What follows belongs to an exercise in optimizing a design on an open flow for small area, a short achievable clock period and few clock cycles per item; a production flow would make more cautious choices.
Function was checked by simulation only, so behaviour that the tests miss may differ from the original.
No activity file was given, so power comes from the tool's default toggle rates.

## run 1
// alu_exec
module alu_exec (
	input  logic                  clk,
	input  logic                  arst_n,
	input  logic                  in_valid,
	input  logic [5:0]            in_op,
	input  logic [32-1:0] in_a,
	input  logic [32-1:0] in_b,
	output logic                  out_valid,
	output logic [32-1:0] out_result,
	output logic                  flag_n,
	output logic                  flag_z,
	output logic                  flag_v
);
	localparam int W = 32;
	logic [3:0] f;
	logic       legal;
	logic       arith;
	logic       sub;
	logic       shift;
	logic       sll;
	logic       lxor;
	logic       land;
	logic [W-1:0] x_d;
	logic [W-1:0] y_d;
	assign f     = in_op[3:0];
	assign legal = in_valid & (in_op[5:4] == 2'b10) & (~f[3] | (f[2:0] == 3'b000));
	assign arith = ~f[3] & ~f[2] & ~(f[1] & f[0]);    
	assign sub   = f[1] & ~f[2] & ~f[0];              
	assign shift = f[2] & f[1];                       
	assign sll   = f[0];                              
	assign lxor  = f[3];                              
	assign land  = f[2] & ~f[1];                      
	logic [W-1:0] ab_x;
	logic [W-1:0] ab_a;
	logic [W-1:0] a_rev;
	logic [W-1:0] a_rev16;
	logic [W-1:0] a_16;
	assign ab_x = in_a ^ in_b;
	assign ab_a = in_a & in_b;
	always_comb begin
		for (int i = 0; i < W; i++)
			a_rev[i] = in_a[W-1-i];
	end
	assign a_16    = in_a >> 16;
	assign a_rev16 = a_rev >> 16;
	logic sel_x;      
	logic sel_xn;     
	logic sel_and;    
	logic sel_nand;   
	logic sel_r0;     
	logic sel_r16;    
	logic sel_l0;     
	logic sel_l16;    
	logic gen_add;    
	logic gen_sub;    
	assign sel_x    = (arith & ~sub) | lxor;
	assign sel_xn   = sub;
	assign sel_and  = land;
	assign sel_nand = ~arith & ~land & ~shift & ~lxor;
	assign sel_r0   = shift & ~sll & ~in_b[4];
	assign sel_r16  = shift & ~sll &  in_b[4];
	assign sel_l0   = shift &  sll & ~in_b[4];
	assign sel_l16  = shift &  sll &  in_b[4];
  ...
Size: about 110 I/O pins.
==> flow/config.mk <==
export PLATFORM = sky130hd
export DESIGN_NAME = alu_exec
export DESIGN_NICKNAME = alu_exec
export VERILOG_FILES = /design/flow/design.v
export SDC_FILE = /design/flow/constraint.sdc
export NUM_CORES = 4
export LEC_CHECK = 0
export CAP_MARGIN = 20
export CORE_MARGIN = 2
export CORE_UTILIZATION = 40
export CTS_BUF_LIST = sky130_fd_sc_hd__clkbuf_8
export SETUP_SLACK_MARGIN = 3.4
export SLEW_MARGIN = 20
export TNS_END_PERCENT = 20
==> flow/constraint.sdc <==
create_clock -name core_clock -period 5.5 [get_ports {clk}]
set_input_delay 1.1000 -clock core_clock [delete_from_list [all_inputs] [get_ports {clk}]]
set_output_delay 1.1000 -clock core_clock [all_outputs]
set_load 0.01 [all_outputs]
standard.sh (not shown) runs the stock make flow with config.mk's settings and CLKGATE_MAP_FILE= SYNTH_SCRIPT=/design/flow/synth_recipe.tcl, a recipe that flattens the netlist after the stock synthesis.
==> flow/flow/run.sh <==
#!/bin/bash
# Standard layout, with the port buffers made plain buffers rather than
# the delay cells buffer_ports picks by default.
export BUFFER_PORTS_ARGS="-buffer_cell sky130_fd_sc_hd__buf_1"
bash standard.sh > standard.log 2>&1
Testbench counts of run 1, summed over its fixed seeds: cycles 16,008, ops 15,552.
The following lists how run 2 was set up differently from run 1:
- removing TNS_END_PERCENT (formerly 20)
- changing CORE_UTILIZATION from 40 to 50
==> flow/flow/run.sh <==
#!/bin/bash
# Standard layout, with the port buffers made plain buffers rather than
# the delay cells buffer_ports picks by default.
export BUFFER_PORTS_ARGS="-buffer_cell sky130_fd_sc_hd__buf_2"
bash standard.sh > standard.log 2>&1
### Flow results
Of run 1 and run 2, the run reporting the higher starting utilization of the core area was run 2.
Relative to run 1, non-clock buffer count increased by about 9% in run 2.
| number of clock-tree buffers in the layout | lower: run 1 |
Start-to-end type of the worst setup path: flip-flop to flip-flop -> run 2, flip-flop to primary output -> run 1
Changes observed in run 2 relative to run 1: final worst slack saw a decrease, die outline area saw a decrease, sequential share of layout area saw a decrease.
Going from run 1 to run 2, count of cells resized by post-cts repair increased by about 70% relative to the old numbers; clock network fraction of total power saw a decrease.
Modified inputs, run 3 compared to run 2
- a change of CORE_UTILIZATION from 50 to 40
==> flow/flow/run.sh <==
#!/bin/bash
# Standard layout with two changes:
# - the port buffers are plain buf_1 cells rather than the delay cells
#   buffer_ports picks by default;
# - clock tree synthesis runs with its standard arguments but without dummy
#   loads.
export BUFFER_PORTS_ARGS="-buffer_cell sky130_fd_sc_hd__buf_1"
export CTS_ARGS="-sink_clustering_enable -repair_clock_nets -buf_list sky130_fd_sc_hd__clkbuf_8 -dont_use_dummy_load"
bash standard.sh > standard.log 2>&1
Notes after the runs:
The final-stage net count of run 3 is lower than that of run 2. Taking run 3 over run 2, the die outline area ratio works out to 1.2. Diff run 3..run 2 | simple-gate share of the synthesized area | unchanged. Run 3 vs. run 2: utilization after layout -14 points; total wirelength of the detailed-routed design -0.42%; average wire per standard cell -2.9%; met2 track utilization from global routing -11 points; first-pass iteration count of the detailed router -3. Relative to run 2, the multi-input gate area in the final layout of run 3 is lower by about 0.7%.
Relative to run 3, the following input files were edited for run 4:
- SETUP_SLACK_MARGIN: 3.4 -> 3.5
==> flow/flow/run.sh <==
#!/bin/bash
# Standard layout, with the port buffers made plain buffers rather than
# the delay cells buffer_ports picks by default.
export BUFFER_PORTS_ARGS="-buffer_cell sky130_fd_sc_hd__buf_2"
bash standard.sh > standard.log 2>&1
Notes after the runs:
Run 4 against run 3: clock skew decreased by 3.3 ps relative to the old numbers; via count of the first global-routing pass increased by 3.4% relative to the old numbers; synthesis-to-finish area growth increased by 8.1 points relative to the old numbers; number of cells in the finished layout apart from fillers increased by 24 relative to the old numbers; fraction of area in multi-input gates decreased by 2.4 points relative to the old numbers. Against run 3, run 4 comes in 1 higher on count of buffer and inverter cells on the critical path. s2_x[20]$_DFF_P_ as the beginning of the critical path was reported by run 3, and flag_z$_DFFE_PN0P_ by run 4. Changes observed in run 4 relative to run 3: achievable frequency moved down, post-CTS setup buffer count increased 15.

* * *

The RTL this note starts from:
==> flow/design.v <==
`default_nettype none
package alu_pkg;
	typedef enum logic [5:0] {
		ADD   = 6'h20,
		ADDI  = 6'h21,
		SUB   = 6'h22,
		NAND  = 6'h23,
		AND   = 6'h24,
		ANDI  = 6'h25,
		SRL   = 6'h26,
		SLL   = 6'h27,
		XOR   = 6'h28,
		NO_OP = 6'h3F
	} alu_op_e;
	typedef enum logic [1:0] {
		IDLE = 2'd0,
		RUN  = 2'd1,
		DONE = 2'd2
	} lane_state_e;
endpackage
`default_nettype wire
`default_nettype none
module alu_exec (
	input  logic                  clk,
	input  logic                  arst_n,
	input  logic                  in_valid,
	input  logic [5:0]            in_op,
	input  logic [32-1:0] in_a,
	input  logic [32-1:0] in_b,
	output logic                  out_valid,
	output logic [32-1:0] out_result,
	output logic                  flag_n,
	output logic                  flag_z,
	output logic                  flag_v
);
	localparam int W = 32;
	logic [3:0] f;
	logic       legal;
	logic       arith;
	logic       sub;
	logic       shift;
	logic       sll;
	logic       lxor;
	logic       land;
	logic [W-1:0] x_d;
	logic [W-1:0] y_d;
	assign f     = in_op[3:0];
	assign legal = in_valid & (in_op[5:4] == 2'b10) & (~f[3] | (f[2:0] == 3'b000));
	assign arith = ~f[3] & ~f[2] & ~(f[1] & f[0]);    
	assign sub   = f[1] & ~f[2] & ~f[0];              
	assign shift = f[2] & f[1];                       
	assign sll   = f[0];                              
	assign lxor  = f[3];                              
	assign land  = f[2] & ~f[1];                      
	logic [W-1:0] ab_x;
	logic [W-1:0] ab_a;
	logic [W-1:0] a_rev;
	logic [W-1:0] a_rev16;
	logic [W-1:0] a_16;
	assign ab_x = in_a ^ in_b;
	assign ab_a = in_a & in_b;
	always_comb begin
		for (int i = 0; i < W; i++)
			a_rev[i] = in_a[W-1-i];
	end
	assign a_16    = in_a >> 16;
	assign a_rev16 = a_rev >> 16;
	logic sel_x;      
	logic sel_xn;     
	logic sel_and;    
	logic sel_nand;   
	logic sel_r0;     
	logic sel_r16;    
	logic sel_l0;     
	logic sel_l16;    
	logic gen_add;    
	logic gen_sub;    
	assign sel_x    = (arith & ~sub) | lxor;
	assign sel_xn   = sub;
	assign sel_and  = land;
	assign sel_nand = ~arith & ~land & ~shift & ~lxor;
	assign sel_r0   = shift & ~sll & ~in_b[4];
	assign sel_r16  = shift & ~sll &  in_b[4];
	assign sel_l0   = shift &  sll & ~in_b[4];
	assign sel_l16  = shift &  sll &  in_b[4];
	assign gen_add  = legal & arith & ~sub;
	assign gen_sub  = legal & sub;
	logic [W-1:0] grp_add;
	logic [W-1:0] grp_sub;
	logic [W-1:0] g_add;
	logic [W-1:0] g_sub;
	assign g_add = ab_a;
	assign g_sub = {in_a[W-1:1] & ~in_b[W-1:1], in_a[0] | ~in_b[0]};
	always_comb begin
		for (int i = 0; i < W; i += 4) begin
			grp_add[i]   = g_add[i];
			grp_add[i+1] = g_add[i+1] | (ab_x[i+1] & g_add[i]);
			grp_add[i+2] = g_add[i+2];
			grp_add[i+3] = g_add[i+3] | (ab_x[i+3] & g_add[i+2])
			             | (ab_x[i+3] & ab_x[i+2] & grp_add[i+1]);
			grp_sub[i]   = g_sub[i];
			grp_sub[i+1] = g_sub[i+1] | (~ab_x[i+1] & g_sub[i]);
			grp_sub[i+2] = g_sub[i+2];
			grp_sub[i+3] = g_sub[i+3] | (~ab_x[i+3] & g_sub[i+2])
			             | (~ab_x[i+3] & ~ab_x[i+2] & grp_sub[i+1]);
		end
	end
	always_comb begin
		x_d = ({W{sel_x}}    &  ab_x)
		    | ({W{sel_xn}}   & ~ab_x)
		    | ({W{sel_and}}  &  ab_a)
		    | ({W{sel_nand}} & ~ab_a)
		    | ({W{sel_r0}}   &  in_a)
		    | ({W{sel_r16}}  &  a_16)
		    | ({W{sel_l0}}   &  a_rev)
		    | ({W{sel_l16}}  &  a_rev16);
		y_d = ({W{gen_add}} & grp_add)
		    | ({W{gen_sub}} & grp_sub);
		x_d[0] = (arith | lxor) ? ab_x[0] : x_d[0];
	end
	logic         s2_valid;
	logic         s2_arith;
	logic         s2_sel_x;    
	logic         s2_sel_r;    
	logic         s2_sel_l;    
	logic         s2_we;
	logic [W-1:0] s2_x;    
	logic [W-1:0] s2_y;    
	logic [3:0]   s2_s4;   
	logic [3:0]   s2_s1;   
	always_ff @(posedge clk or negedge arst_n) begin
		if (!arst_n)
			s2_valid <= 1'b0;
		else
			s2_valid <= legal;
	end
	always_ff @(posedge clk) begin
		s2_arith <= arith;
		s2_sel_x <= ~shift;
		s2_sel_r <= shift & ~sll;
		s2_sel_l <= shift & sll;
		s2_we    <= legal & ~shift;
		s2_x     <= x_d;
		s2_y     <= y_d;
		s2_s4    <= 4'b0001 << in_b[3:2];
		s2_s1    <= 4'b0001 << in_b[1:0];
	end
	logic [7:0] gq;
	logic [7:0] pq;
	logic [7:0] cq;    
	logic [7:0] gt [0:3];
	logic [7:0] pt [0:3];
	always_comb begin
		for (int q = 0; q < 8; q++) begin
			gq[q] = s2_y[4*q+3];
			pq[q] = &s2_x[4*q +: 4];
		end
		gt[0] = gq;
		pt[0] = pq;
		for (int l = 0; l < 3; l++) begin
			gt[l+1] = gt[l];
			pt[l+1] = pt[l];
			for (int q = 0; q < 8; q++) begin
				if (((q >> l) & 1) == 1) begin
					int j;
					j = ((q >> l) << l) - 1;
					gt[l+1][q] = gt[l][q] | (pt[l][q] & gt[l][j]);
					pt[l+1][q] = pt[l][q] & pt[l][j];
				end
			end
		end
		cq = {gt[3][6:0], 1'b0};
	end
	logic [W-1:0] k0;
	logic [W-1:0] k1;
	logic [W:0]   c;    
	always_comb begin
		for (int q = 0; q < 8; q++) begin
			for (int cin = 0; cin < 2; cin++) begin
				logic [3:0] k;
				k[0] = 1'(cin);
				k[1] = s2_y[4*q]   | (s2_x[4*q] & k[0]);
				k[2] = s2_y[4*q+1] | (s2_x[4*q+1] & s2_x[4*q] & k[0]);
				k[3] = s2_y[4*q+2] | (s2_x[4*q+2] & k[2]);
				if (cin == 0) k0[4*q +: 4] = k;
				else          k1[4*q +: 4] = k;
			end
		end
		for (int i = 0; i < W; i++)
			c[i] = cq[i/4] ? k1[i] : k0[i];
		c[W] = gq[7] | (pq[7] & cq[7]);
	end
	logic [W-1:0] sh4;
	logic [W-1:0] sh1;
	logic [W-1:0] m;
	logic [W-1:0] result;
	always_comb begin
		sh4 = '0;
		sh1 = '0;
		for (int k = 0; k < 4; k++)
			sh4 = sh4 | ({W{s2_s4[k]}} & (s2_x >> (4 * k)));
		for (int k = 0; k < 4; k++)
			sh1 = sh1 | ({W{s2_s1[k]}} & (sh4 >> k));
		for (int i = 0; i < W; i++)
			m[i] = (s2_sel_x & s2_x[i]) | (s2_sel_r & sh1[i]) | (s2_sel_l & sh1[W-1-i]);
	end
	always_comb begin
		for (int i = 0; i < W; i++)
			result[i] = cq[i/4] ? (m[i] ^ k1[i]) : (m[i] ^ k0[i]);
	end
	logic [W-1:0] t;
	logic         z_sum;
	assign t     = s2_x | s2_y;
	assign z_sum = ~s2_x[0] & (s2_x[1] == s2_y[0]) & &(~(s2_x[W-1:2] ^ t[W-2:1]));
	always_ff @(posedge clk or negedge arst_n) begin
		if (!arst_n) begin
			out_valid <= 1'b0;
			flag_n    <= 1'b0;
			flag_z    <= 1'b0;
			flag_v    <= 1'b0;
		end else begin
			out_valid <= s2_valid;
			flag_n <= (s2_we ? m[W-1] : flag_n) ^ c[W-1];
			if (s2_we)
				flag_z <= s2_arith ? z_sum : (s2_x == '0);
			flag_v <= (s2_we ? 1'b0 : flag_v) ^ c[W] ^ c[W-1];
		end
	end
	always_ff @(posedge clk) begin
		out_result <= result;
	end
endmodule
`default_nettype wire
clock: 5.5 ns
lec_check: 0
cap_margin: 5
core_margin: 2
core_utilization: 40
cts_buf_list: sky130_fd_sc_hd__clkbuf_8
setup_slack_margin: 3.4
slew_margin: 5
==> flow/flow/run.sh <==
#!/bin/bash
# Standard layout, with the port buffers made plain buffers rather than
# the delay cells buffer_ports picks by default.
export BUFFER_PORTS_ARGS="-buffer_cell sky130_fd_sc_hd__buf_1"
bash standard.sh > standard.log 2>&1
Testbench counts at the start, summed over its fixed seeds: cycles 16,008, ops 15,552.
Rerun with:
==> flow/flow/run.sh (replaced) <==
#!/bin/bash
# Standard layout with two changes:
# - the port buffers are plain buf_1 cells rather than the delay cells
#   buffer_ports picks by default;
# - clock tree synthesis runs with its standard arguments but without dummy
#   loads.
export BUFFER_PORTS_ARGS="-buffer_cell sky130_fd_sc_hd__buf_1"
export CTS_ARGS="-sink_clustering_enable -repair_clock_nets -buf_list sky130_fd_sc_hd__clkbuf_8 -dont_use_dummy_load"
bash standard.sh > standard.log 2>&1
Settings changed: CAP_MARGIN 5 to 20, CTS_BUF_LIST sky130_fd_sc_hd__clkbuf_8 to not set, SETUP_SLACK_MARGIN 3.4 to 3.5, SLEW_MARGIN 5 to 20.
The new run completed without violations.
Synthesized area does not change.
Setup slack loses 0.029 ns.
Worst hold slack gains 0.017 ns.
Utilization climbs by 2.0 points.
Routed wire length climbs by a few percent.
Global-route usage climbs by 0.65 points.
Sequential share of layout area drops by 0.74 points.
Power drops by a little under a tenth.
Combinational power climbs by roughly a tenth.
Sequential cell count stays the same.
Rerun with:
==> flow/flow/run.sh (replaced) <==
#!/bin/bash
# Standard layout, with the port buffers made plain buffers rather than
# the delay cells buffer_ports picks by default.
export BUFFER_PORTS_ARGS="-buffer_cell sky130_fd_sc_hd__buf_2"
bash standard.sh > standard.log 2>&1
Settings changed: CTS_BUF_LIST set to sky130_fd_sc_hd__clkbuf_8, SETUP_SLACK_MARGIN 3.5 to 3.3.
What happened: Via count drops by a few percent; combinational power goes down by roughly a tenth; design area drops by a few percent; setup slack got worse by 0.062 ns; hold slack barely changes; area after synthesis is unchanged; critical path depth is lower by 1; global-route usage came out lower by 0.36 points; clock power is higher by well over a third; count of clock-buffer cells in the layout grows by 2; routed wire length came out lower by a few percent.

[afterwards: timing with drivers on the ports]
The results above use ideal ports. As a check the final layouts listed here were re-extracted and re-timed, cells and wires unchanged.
Step 1 (the two cells are an assumption about what drives the block):
set clk [get_ports {clk}]
set_driving_cell -lib_cell sky130_fd_sc_hd__clkbuf_16 $clk
set_driving_cell -lib_cell sky130_fd_sc_hd__buf_2 [delete_from_list [all_inputs] $clk]
Step 2 times the ports against the registers' clock, not the clock port: input delays grow and output delays shrink by t, the midpoint of the rising clock arrivals with the driver on.
a / b / c = ideal ports / drivers / drivers and shift; a / b = the first two.
run	shift t [ns]	setup WS [ns]	slew at the worst register clock pin (ns)
run 1	0.491	3.428 / 3.387 / 2.959	0.08 / 0.08
run 2	0.491	3.382 / 3.374 / 2.992	0.08 / 0.08
run 3	0.481	3.430 / 3.397 / 2.949	0.07 / 0.07
run 4	0.504	3.417 / 3.376 / 2.991	0.09 / 0.09
the first run of note 2	0.492	3.408 / 3.393 / 2.967	0.08 / 0.08
the second run of note 2	0.485	3.380 / 3.380 / 3.034	0.08 / 0.08
the third run of note 2	0.494	3.318 / 3.327 / 2.840	0.08 / 0.08
After both steps every run listed still meets setup and hold. For run 3, which loses most, drivers alone change the setup slack by -0.033 ns; drivers and shift together by -0.481 ns.
